What follows belongs to an exercise in optimizing a design on an open flow for small area; a production flow would make more cautious choices. In this exercise RTL edits were held to simulation tests only and were not proved equivalent to the original. Power is estimated from default activity; no workload was simulated.

Design dmaController, start of the top module:
module dmaController (
  input  logic         clk,
  input  logic         rst_b,
  input  logic [63:0]  ctrl,
  input  logic [127:0] srcAddr,
  input  logic [127:0] dstAddr,
  input  logic [55:0]  unitCount,
  input  logic [3:0]   startReq,
  input  logic         memWait,
  input  logic [31:0]  rdata,
  output logic [31:0]  addr,
  output logic [31:0]  wdata,
  output logic [1:0]   size,
  output logic         wen,
  output logic         busActive,
  output logic [3:0]   irq,
  output logic [3:0]   disableDma
);
Settings: LEC_CHECK=0, CAP_MARGIN=5, CORE_MARGIN=2, CORE_UTILIZATION=65, SLEW_MARGIN=5; clock period 8.0 ns.
standard.sh (not shown) runs the stock make flow with config.mk's settings and CLKGATE_MAP_FILE= SYNTH_SCRIPT=/design/flow/synth_recipe.tcl, a recipe that flattens the netlist after the stock synthesis.
==> flow/flow/run.sh <==
#!/bin/bash
# Layout flow: the standard flow (standard.sh) with three changes.
#  1. After the standard synthesis (unchanged), the combinational logic between
#     the flip-flops is re-mapped by ABC with an area script (remap.tcl). The
#     flip-flops keep their instances, names and cell types.
#  2. Port buffers use the smallest buffer cell (buf_1).
#  3. Clock tree synthesis without dummy balancing loads, with clusters of up
#     to 20 flip-flops within 80 um.
# Each tool's output goes to its own log in this folder.
set -euo pipefail
HERE=$(pwd)
R=$HERE/orfs/results/$FLOW_PLATFORM/dmaController/base
export BUFFER_PORTS_ARGS="-buffer_cell sky130_fd_sc_hd__buf_1"
export CTS_ARGS="-sink_clustering_enable -repair_clock_nets -dont_use_dummy_load -sink_clustering_size 20 -sink_clustering_max_diameter 80"

bash standard.sh synth > synth.log 2>&1
cp $R/1_2_yosys.v $HERE/standard_synth.v
REMAP_LIB=$FLOW_HOME/platforms/sky130hd/lib/sky130_fd_sc_hd__tt_025C_1v80.lib \
REMAP_DONT_USE=$HERE/flow/dontuse.txt \
REMAP_IN=$HERE/standard_synth.v \
REMAP_TOP=$FLOW_TOP \
REMAP_SCRIPT=$HERE/flow/remap.abc \
REMAP_STAT=$HERE/remap_stat.txt \
REMAP_OUT=$HERE/remapped.v \
  yosys -c $HERE/flow/remap.tcl > remap.log 2>&1
# same flip-flops as the standard synthesis, or stop
grep -o 'sky130_fd_sc_hd__[a-z]*df[a-z0-9_]* [^ ]*' standard_synth.v | sort > regs_standard.txt
grep -o 'sky130_fd_sc_hd__[a-z]*df[a-z0-9_]* [^ ]*' remapped.v | sort > regs_remapped.txt
cmp regs_standard.txt regs_remapped.txt
cp remapped.v $R/1_2_yosys.v
rm -f $R/1_synth.odb $R/1_synth.sdc
bash standard.sh > standard.log 2>&1
Other scripts of this flow, unchanged in this note and not shown: flow/flow/dontuse.txt, flow/flow/remap.abc, flow/flow/remap.tcl
Rerun with:
--- a/flow/flow/run.sh
+++ b/flow/flow/run.sh
@@ -6,4 +6,3 @@
 #  2. Port buffers use the smallest buffer cell (buf_1).
-#  3. Clock tree synthesis without dummy balancing loads, with clusters of up
-#     to 20 flip-flops within 80 um.
+#  3. Clock tree synthesis without dummy balancing loads.
 # Each tool's output goes to its own log in this folder.
@@ -13,3 +12,3 @@
 export BUFFER_PORTS_ARGS="-buffer_cell sky130_fd_sc_hd__buf_1"
-export CTS_ARGS="-sink_clustering_enable -repair_clock_nets -dont_use_dummy_load -sink_clustering_size 20 -sink_clustering_max_diameter 80"
+export CTS_ARGS="-sink_clustering_enable -repair_clock_nets -dont_use_dummy_load"
 
- CAP_MARGIN: 5 -> 20
- CORE_UTILIZATION: 65 -> 55
- SLEW_MARGIN: 5 -> 20
The changed run produced a clean layout.
Setup slack got worse by 120 ps.
Final area rises by 2.6%.
Utilization falls by 9.9 points.
Maximum frequency decreases by 2.0%.
Routed wire length grows by 0.96%.
Sequential power barely changes.


## run 1
dmaController, a different RTL version from the one above (not shown whole).
Size: roughly 2800 cells after synthesis, roughly 420 flip-flops, ~490 I/O pins.
==> flow/config.mk <==
export PLATFORM = sky130hd
export DESIGN_NAME = dmaController
export DESIGN_NICKNAME = dmaController
export VERILOG_FILES = /design/flow/design.v
export SDC_FILE = /design/flow/constraint.sdc
export NUM_CORES = 4
export LEC_CHECK = 0
export ABC_AREA = 1
export CAP_MARGIN = 20
export CORE_MARGIN = 2
export CORE_UTILIZATION = 55
export SLEW_MARGIN = 20
==> flow/constraint.sdc <==
create_clock -name core_clock -period 8.0 [get_ports {clk}]
set_input_delay 1.6000 -clock core_clock [delete_from_list [all_inputs] [get_ports {clk}]]
set_output_delay 1.6000 -clock core_clock [all_outputs]
set_load 0.01 [all_outputs]
run.sh (not shown) runs the stock make flow with config.mk's settings and CLKGATE_MAP_FILE= SYNTH_SCRIPT=/design/flow/synth_recipe.tcl, a recipe that flattens the netlist after the stock synthesis.
Stock flow here: none of the scripts above is used.
The inputs of run 2 differ from those of run 1 as listed below.
Settings: ABC_AREA removed (was 1); CTS_BUF_LIST newly set to sky130_fd_sc_hd__clkbuf_4.
==> comparison <==
Run 2 vs run 1, instance count: run 2 lower. Summary: with run 1 as the reference, power consumption in run 2 moved down by a few percent. Final worst hold slack: run 2 vs run 1 down 0.0093 ns. Run 2 went all the way through the flow, and no timing, DRC or antenna check failed. Run 2 vs run 1 — count of nets after finishing dropped 919. Relative to run 1, the fmax measured on run 2 has increased slightly.

what the ideal ports hide:
The results above use ideal ports. As a check the final layouts listed here were re-extracted and re-timed, cells and wires unchanged. Step 1 assumes that a clkbuf_16 drives the clock port and a buf_2 every other input. Step 2 moves the port delays by t, midway between the first and last clock arrival at a register: inputs arrive t later, outputs are due t later. That takes back most of the time a late clock gives input paths. Three values: ideal ports, drivers, drivers and shift; two values: the first two.
run | t, ns | setup WS [ns] | cell pins on the clock port's net
the first run of note 1 | 0.586 | 1.804 / 1.799 / 1.213 | 1
the second run of note 1 | 0.591 | 1.680 / 1.680 / 1.645 | 1
run 1 | 0.645 | 1.525 / 1.470 / 1.505 | 1
run 2 | 0.875 | 1.650 / 1.598 / 1.269 | 1
After both steps every run listed still meets setup and hold. The setup slack of the first run of note 1, which loses most, moves by -0.005 ns with the drivers and by -0.591 ns with both steps.
